This design comes from an exercise in tuning for small area, a short achievable clock period and few clock cycles on the open sky130 flow, not from production work. For this run, only the layout was checked, not whether the RTL still works. Power is estimated from default activity; no workload was simulated.

==> design/flow/design.v <==
`timescale 1ns/1ps
module rvCoreTop (
    input  logic        clk,
    input  logic        reset,
    output logic [31:0] paddr,
    output logic        psel,
    output logic        penable,
    output logic        pwrite,
    output logic [31:0] pwdata,
    output logic [3:0]  pstrb,
    input  logic [31:0] prdata,
    input  logic        pready
);
    localparam logic [6:0] OP_LUI    = 7'b0110111;
    localparam logic [6:0] OP_IMM    = 7'b0010011;
    localparam logic [6:0] OP_REG    = 7'b0110011;
    localparam logic [6:0] OP_LOAD   = 7'b0000011;
    localparam logic [6:0] OP_STORE  = 7'b0100011;
    localparam logic [6:0] OP_BRANCH = 7'b1100011;
    localparam logic [2:0] X_IDLE  = 3'd0;   
    localparam logic [2:0] X_R2    = 3'd1;   
    localparam logic [2:0] X_ALU   = 3'd2;   
    localparam logic [2:0] X_BR    = 3'd3;   
    localparam logic [2:0] X_LD    = 3'd4;   
    localparam logic [2:0] X_ST    = 3'd5;   
    localparam logic [2:0] X_LWAIT = 3'd6;   
    localparam logic [2:0] X_LW    = 3'd7;   
    logic        pselQ, penQ, busData, kill;
    logic [31:2] paddrQ;
    logic        pwriteQ;
    logic [31:0] pwdataQ;
    logic [3:0]  pstrbQ;
    logic [31:2] fpc;        
    logic        irV;
    logic [31:0] ir;
    logic [31:2] irPc;
    logic [2:0]  xs;
    logic [31:0] opA, opB;
    logic [31:2] btgt;
    logic [4:0]  xRd, xRs2;
    logic [2:0]  xF3;
    logic        xInv, xBr;
    logic [1:0]  xOff;
    logic [31:0] regs [1:31];
    assign paddr   = {paddrQ, 2'b00};
    assign psel    = pselQ;
    assign penable = penQ;
    assign pwrite  = pwriteQ;
    assign pwdata  = pwdataQ;
    assign pstrb   = pstrbQ;
    logic busFree, xferDone, landing, dataDone;
    assign xferDone = pselQ & penQ & pready;
    assign busFree  = ~pselQ | xferDone;
    assign landing  = xferDone & ~busData & ~kill;
    assign dataDone = xferDone & busData;
    logic [6:0] op;
    logic isLui, isOpi, isOp, isLd, isSt, isBr;
    logic [31:0] immI, immS, immB, immU;
    assign op    = ir[6:0];
    assign isLui = op == OP_LUI;
    assign isOpi = op == OP_IMM;
    assign isOp  = op == OP_REG;
    assign isLd  = op == OP_LOAD;
    assign isSt  = op == OP_STORE;
    assign isBr  = op == OP_BRANCH;
    assign immI  = {{20{ir[31]}}, ir[31:20]};
    assign immS  = {{20{ir[31]}}, ir[31:25], ir[11:7]};
    assign immB  = {{19{ir[31]}}, ir[31], ir[7], ir[30:25], ir[11:8], 1'b0};
    assign immU  = {ir[31:12], 12'b0};
    logic [4:0]  rIdx;
    logic [31:0] rData;
    assign rIdx  = (xs == X_R2 || xs == X_ST) ? xRs2 : ir[19:15];
    assign rData = (rIdx == 5'd0) ? 32'd0 : regs[rIdx];
    logic [31:0] sum, aluOut;
    logic        lt, eq, taken;
    assign sum = opA + (opB ^ {32{xInv}}) + {31'd0, xInv};
    assign lt  = (opA[31] ^ opB[31]) ? opA[31] : sum[31];
    assign eq  = opA == opB;
    always_comb begin
        case (xF3)
            3'b010:  aluOut = {31'd0, lt};
            3'b100:  aluOut = opA ^ opB;
            3'b110:  aluOut = opA | opB;
            3'b111:  aluOut = opA & opB;
            default: aluOut = sum;
        endcase
    end
    always_comb begin
        case ({xF3[2], xF3[0]})
            2'b00:   taken = eq;
            2'b01:   taken = ~eq;
            2'b10:   taken = lt;
            default: taken = ~lt;
        endcase
    end
    logic redirect;
    assign redirect = (xs == X_BR) & taken;
    logic [31:0] lane, ldVal;
    assign lane = opB >> {xOff, 3'b000};
    always_comb begin
        case (xF3[1:0])
            2'b00:   ldVal = {{24{lane[7] & ~xF3[2]}}, lane[7:0]};
            2'b01:   ldVal = {{16{lane[15] & ~xF3[2]}}, lane[15:0]};
            default: ldVal = lane;
        endcase
    end
    logic xAccept, s1, dataReq, dataGo, fetchGo, fetchOk, irVNext;
    logic [2:0] xsNext, s1State;
    assign xAccept = (xs == X_IDLE) | (xs == X_ALU) | (xs == X_BR);
    assign s1      = irV & xAccept;
    assign dataReq = (xs == X_LD) | (xs == X_ST);
    assign dataGo  = busFree & dataReq;
    always_comb begin
        if (isLui | isOpi) s1State = X_ALU;
        else if (isOp | isBr) s1State = X_R2;
        else if (isLd) s1State = X_LD;
        else if (isSt) s1State = X_ST;
        else s1State = X_IDLE;
    end
    always_comb begin
        xsNext = xs;
        case (xs)
            X_IDLE, X_ALU, X_BR: xsNext = (s1 & ~redirect) ? s1State : X_IDLE;
            X_R2:    xsNext = xBr ? X_BR : X_ALU;
            X_LD:    if (busFree) xsNext = X_LWAIT;
            X_ST:    if (busFree) xsNext = X_IDLE;
            X_LWAIT: if (dataDone) xsNext = X_LW;
            default: xsNext = X_IDLE;
        endcase
    end
    assign irVNext = (landing & ~redirect) | (irV & ~s1 & ~redirect);
    assign fetchOk = ~irVNext | ~((xsNext == X_LD) | (xsNext == X_ST));
    assign fetchGo = busFree & ~dataReq & fetchOk;
    always_ff @(posedge clk) begin
        if (reset) begin
            pselQ   <= 1'b0;
            penQ    <= 1'b0;
            busData <= 1'b0;
            kill    <= 1'b0;
            fpc     <= '0;
            irV     <= 1'b0;
            xs      <= X_IDLE;
        end else begin
            if (busFree) begin
                pselQ   <= dataGo | fetchGo;
                penQ    <= 1'b0;
                busData <= dataGo;
            end else if (~penQ) begin
                penQ <= 1'b1;
            end
            kill <= pselQ & ~busData & ~xferDone & (kill | redirect);
            if (redirect) fpc <= btgt;
            else if (pselQ & ~penQ & ~busData) fpc <= paddrQ + 30'd1;
            irV <= irVNext;
            xs  <= xsNext;
        end
    end
    always_ff @(posedge clk) begin
        if (dataGo) begin
            paddrQ  <= sum[31:2];
            pwriteQ <= xs == X_ST;
            pstrbQ  <= (xs == X_ST) ?
                       4'((xF3[1] ? 4'b1111 : xF3[0] ? 4'b0011 : 4'b0001) << sum[1:0]) : 4'b0000;
            if (xs == X_ST) pwdataQ <= rData << {sum[1:0], 3'b000};
        end else if (fetchGo) begin
            paddrQ  <= redirect ? btgt : fpc;
            pwriteQ <= 1'b0;
            pstrbQ  <= 4'b0000;
        end
    end
    always_ff @(posedge clk) begin
        if (landing) begin
            ir   <= prdata;
            irPc <= paddrQ;
        end
    end
    logic bypass;
    assign bypass = (xs == X_ALU) && (xRd != 5'd0) && (xRd == ir[19:15]);
    always_ff @(posedge clk) begin
        if (s1) begin
            opA  <= isLui ? 32'd0 : bypass ? aluOut : rData;
            opB  <= isSt ? immS : isLui ? immU : immI;
            btgt <= irPc + immB[31:2];
            xRd  <= ir[11:7];
            xRs2 <= ir[24:20];
            xF3  <= isLui ? 3'b000 : ir[14:12];
            xInv <= isBr | ((isOp | isOpi) & (ir[14:12] == 3'b010)) |
                    (isOp & (ir[14:12] == 3'b000) & ir[30]);
            xBr  <= isBr;
        end else if (xs == X_R2) begin
            opB <= rData;
        end else if (xs == X_LWAIT && dataDone) begin
            opB <= prdata;
        end
        if (xs == X_LD && busFree) xOff <= sum[1:0];
    end
    logic        wEn;
    logic [31:0] wData;
    assign wEn   = ((xs == X_ALU) | (xs == X_LW)) & (xRd != 5'd0);
    assign wData = (xs == X_LW) ? ldVal : aluOut;
    always_ff @(posedge clk) begin
        for (int r = 1; r < 32; r++) begin
            if (reset) regs[r] <= '0;
            else if (wEn && xRd == 5'(r)) regs[r] <= wData;
        end
    end
endmodule
==> design/flow/run.sh <==
#!/bin/bash
# synth_recipe.tcl (not shown) runs the flow's synth.tcl, then flattens the netlist and writes it again
# the make line also repeats each setting of config.mk as NAME=value (left out here)
make -C /OpenROAD-flow-scripts/flow DESIGN_CONFIG=/design/flow/config.mk WORK_HOME=/design/flow/orfs CLKGATE_MAP_FILE= SYNTH_SCRIPT=/design/flow/synth_recipe.tcl finish
==> design/flow/config.mk <==
export PLATFORM = sky130hd
export DESIGN_NAME = rvCoreTop
export DESIGN_NICKNAME = rvCoreTop
export VERILOG_FILES = /design/flow/design.v
export SDC_FILE = /design/flow/constraint.sdc
export NUM_CORES = 4
export LEC_CHECK = 0
export CAP_MARGIN = 20
export CORE_MARGIN = 2
export CORE_UTILIZATION = 40
export PLACE_DENSITY = 0.6
export SLEW_MARGIN = 20
==> design/flow/constraint.sdc <==
create_clock -name core_clock -period 10.0 [get_ports {clk}]
set_input_delay 2.0000 -clock core_clock [delete_from_list [all_inputs] [get_ports {clk}]]
set_output_delay 2.0000 -clock core_clock [all_outputs]
set_load 0.01 [all_outputs]
==> results.txt <==
The first-pass GRT wire length is 386 mm. The total number of H-tree levels came out at 4. Summed over all layers, the routed wires come to 276 mm. The detailed-placement wirelength estimate is 167 mm. Once detail routing completed, the nets flagged for antenna violations numbered 0.

After clock tree synthesis, the flow added hold-fix buffers numbering 0. IR analysis of the VDD net gives a maximum drop of 0.136 mV. The clock period minus worst slack came out at 5.93 ns. The final setup TNS came out at 0 ns. The detailed router used layers up to and including met5. After detailed routing, the number of remaining DRC violations is 0. The overall die height came out at 390 um. The startpoint identified for the worst register-to-register timing path is xs[0]. The source-to-sink clock delay at the later pin of the worst-skew pair is 0.82 ns. The number of post-CTS setup repair buffers is 0. The floorplan step defined a die boundary enclosing 0.152 mm2.

The x dimension of the die is 390 um. The run finished with no timing, DRC or antenna violations. Across the run, the number of max-cap violations was 0. The number of setup violations in the final report is 0.

Yosys attributes the largest share of cell area to sky130_fd_sc_hd__dfxtp_1, sky130_fd_sc_hd__edfxtp_1, sky130_fd_sc_hd__nand2_1, sky130_fd_sc_hd__a21oi_1, sky130_fd_sc_hd__a22oi_1. The number of gates resized after CTS is 0. The maximum buffer depth of the clock tree is 3.

The synthesized instance count is 7,096. The final RePlAce weighted congestion came out at 0.982. sky130_fd_sc_hd__dfxtp_1 takes more of the synthesized area than any other cell. The yosys synthesis warning count is 34. The total number of clock tree sinks came out at 1,270. The worst hold path begins at regs[14][13].

The total power density per cell area is 164 mW/mm2. The per-cell via count in the routed design came out at 6.46. The number of flops mapped to enable cells by yosys is 240.

The maximum clock skew at final layout came out at 0.0602 ns. For this design the static power due to leakage is 22.6 nW. The remaining max-slew budget at the tightest pin came out at 16.5%.

The number of clock buffers inserted by TritonCTS is 140. The clock-pin transition on the worst setup and hold timing paths came out at 0.07 ns. After detailed routing, the met2 layer carries 117 mm of wire.

Setup repair after global routing left no endpoint under its margin. The worst setup path is of the flop to flop kind. Counting distinct cell types in the post-synthesis netlist gives 95. The utilization after layout came out at 45.7%. The area after detailed placement is 0.0626 mm2. STA classifies the critical path startpoint as a flop. Summing every instance area after synthesis gives 0.0594 mm2. The most common cell after layout, fill and taps aside is sky130_fd_sc_hd__nand2_1.

The met1 wire length came out at 101 mm. The number of antenna violations at the first check in global routing is 16. The maximum fanout count along the critical path is 24.

The endpoint class of the critical path is a flop. The number of storage elements in the synthesis netlist came out at 1,270. The total global routing track utilization is 35.1%.

For the pin with the worst max-slew slack, the measured transition is 1.25 ns. The post-synthesis to final-layout area growth is 13.5%. The number of I/O port buffers came out at 103. The number of nets in the layout came out at 7,077. The number of detailed-route iterations in the first pass is 8.

The number of slew-limit violations in the final report came out at 0. Based on the critical path, the design can be clocked at up to 0.169 GHz. TritonCTS built the clock tree. In this run the worst hold path is classified as flop to flop. The maximum number of pins on one net before global-route repair is 192. The number of top-level pins came out at 106. The ratio of cells with drive above 1 in the final layout came out at 9.08%.

The tree is rooted in a sky130_fd_sc_hd__clkbuf_16. The post-synthesis area per instance came out at 8.38 um2. The data arrival time at the worst-slack endpoint came out at 6.37 ns. The via count of the first global-routing pass came out at 52,300. The share of the clock period used by the worst path after layout came out at 59.3%.

Across all layers, the routed design uses 57,900 vias. The share of synthesized area in the top cell type comes to 34.7%. In this run the critical register-to-register path is captured at opB[23]. The site row count is 141. The hold violation total from the final report came out at 0.

Once layout is done, the placed cells without fillers occupy 0.0675 mm2. The initial cell density of the core is 40.3%. The most used flip-flop cell after synthesis is sky130_fd_sc_hd__dfxtp_1. The depth of the worst register-to-register path came out at 11. The residual overflow from global routing is 0.

Counting instances, the worst hold path has a depth of 2. The violation count after the first detailed-routing iteration is 9,003. The total length of routed met3 wires is 35.5 mm. The worst-case register-to-register setup slack came out at 4.07 ns.

The required time at the endpoint of the critical path is 10.44 ns. Leaving out fill and tap cells, the most frequent cells in the layout are sky130_fd_sc_hd__nand2_1, sky130_fd_sc_hd__dfxtp_1, sky130_fd_sc_hd__a21oi_1. The terminating pin of the worst hold path is regs[14][13]. The proportion of synthesized chip area in sequential cells is 46.8%.

The share of flip-flops with an asynchronous set or reset is 0%. The core area came out at 0.148 mm2. After detailed routing, the average wire length per cell comes to 30.8 um.
layout make-up:
type                    instances  area (um2)
diodes                          7        17.5
clock buffers                 212        4190
clock inverters                39         538
fillers                     14200       80200
inverters                     104         392
multi-input cells            5074       29300
flip-flops and latches       1270       27800
well taps                    1930        2410
repair buffers                325        2790
cells by family after synthesis:
group | share of synthesized area, %
AND/OR/NAND/NOR | 18.8
AO/OA/AOI/OAI | 23.6
flip-flops | 46.8
buffers and inverters | 5.07
adder cells (fa/ha/maj) | 2.70
XOR/XNOR | 1.73
multiplexers | 1.34
other | 0.00631
sequential cells by signal (all words and copies together), names as in the netlist, 3 cells and up:
| register | flops |
|---|---|
| xs | 3 |
| opB | 32 |
| pwdataQ | 32 |
| opA | 32 |
| regs | 992 |
| ir | 32 |
| irPc | 30 |
| xRd | 5 |
| fpc | 30 |
| btgt | 30 |
| paddrQ | 30 |
| pstrbQ | 4 |
| xRs2 | 5 |
| xF3 | 3 |
stage by stage:
step	setup slack (ns)	cells	power, W	hold WS, ns
floorplan	1.84	7097	0.00562	0.426
global placement	4.73	8698	0.00580	0.437
detailed placement	4.72	8699	0.00580	0.443
CTS	4.70	8950	0.0110	0.451
global route	4.21	8956	0.0113	0.465
finish	4.07	8961	0.0110	0.454
power breakdown:
group	switching (W)	internal (W)	total, W
Clock	0.00229	0.00305	0.00534
Sequential	0.0000339	0.00524	0.00528
Combinational	0.000304	0.000124	0.000428
Total	0.00263	0.00841	0.0110
layer usage:
layer | vias up | track usage (%)
met3 | 1126 | 10.2
met2 | 4236 | 52.3
met1 | 27600 | 43.7
met4 | 10 | 24.0
met5 | - | 0
li1 | 24900 | -
cell usage after synthesis, types with 41 or more instances:
| library cell | number |
|---|---|
| sky130_fd_sc_hd__dfxtp_1 | 1030 |
| sky130_fd_sc_hd__clkbuf_1 | 479 |
| sky130_fd_sc_hd__nand4_1 | 86 |
| sky130_fd_sc_hd__a21oi_1 | 863 |
| sky130_fd_sc_hd__xor2_1 | 67 |
| sky130_fd_sc_hd__ha_1 | 125 |
| sky130_fd_sc_hd__a211oi_1 | 274 |
| sky130_fd_sc_hd__o21ai_0 | 88 |
| sky130_fd_sc_hd__a22oi_1 | 402 |
| sky130_fd_sc_hd__o22ai_1 | 93 |
| sky130_fd_sc_hd__mux2i_1 | 63 |
| sky130_fd_sc_hd__buf_1 | 56 |
| sky130_fd_sc_hd__nand2_1 | 1468 |
| sky130_fd_sc_hd__xnor2_1 | 48 |
| sky130_fd_sc_hd__nor2_1 | 574 |
| sky130_fd_sc_hd__inv_1 | 103 |
| sky130_fd_sc_hd__o211ai_1 | 62 |
| sky130_fd_sc_hd__and2_1 | 41 |
| sky130_fd_sc_hd__or3_1 | 47 |
| sky130_fd_sc_hd__edfxtp_1 | 240 |
| sky130_fd_sc_hd__a31oi_1 | 52 |
| sky130_fd_sc_hd__buf_2 | 99 |
| sky130_fd_sc_hd__nand3_1 | 139 |
| sky130_fd_sc_hd__nor3_1 | 78 |
critical path: stages (launching register included):
cell and delay [ns]:
sky130_fd_sc_hd__dfxtp_1 0.73, sky130_fd_sc_hd__nand2b_1 0.29, sky130_fd_sc_hd__buf_4 0.31, sky130_fd_sc_hd__mux2_2 0.57, sky130_fd_sc_hd__nor3_4 1.00, sky130_fd_sc_hd__buf_4 0.53
sky130_fd_sc_hd__a22oi_1 0.23, sky130_fd_sc_hd__nand4_1 0.16, sky130_fd_sc_hd__nor4_1 0.09, sky130_fd_sc_hd__buf_4 0.18, sky130_fd_sc_hd__or2_1 0.48, sky130_fd_sc_hd__o21ai_0 0.97
worst max path at each step:
stage	start	end	slack, ns
finish	xs[0]	opB[23]	4.07
detailed placement	xs[0]	pwdataQ[26]	4.72
floorplan	pready	paddrQ[10]	1.84
CTS	xs[0]	pwdataQ[26]	4.70
global placement	xs[0]	pwdataQ[26]	4.73
global route	xs[0]	pwdataQ[26]	4.21

==> static timing again, ports no longer ideal <==
The results above use ideal ports. As a check the final layout listed here was re-extracted and re-timed, cells and wires unchanged. Step 1 (the two cells are an assumption about what drives the block):
set clk [get_ports {clk}]
set_driving_cell -lib_cell sky130_fd_sc_hd__clkbuf_16 $clk
set_driving_cell -lib_cell sky130_fd_sc_hd__buf_2 [delete_from_list [all_inputs] $clk]
Step 2 also shifts input and output timing later by t, the mid clock arrival at the registers, as if the neighbouring blocks saw the same clock. Slacks: ideal / step 1 / step 2; pairs: ideal / step 1.
t, ns: 0.875
slack for setup (ns): 4.074 / 4.074 / 4.074
hold WS [ns]: 0.454 / 0.454 / 0.454
slew at the worst register clock pin (ns): 0.07 / 0.07
worst data-port slew with drivers (ns): 0.06
After both steps this run still meets setup and hold. For this run, drivers alone change the setup slack by 0.000 ns; drivers and shift together by 0.000 ns.
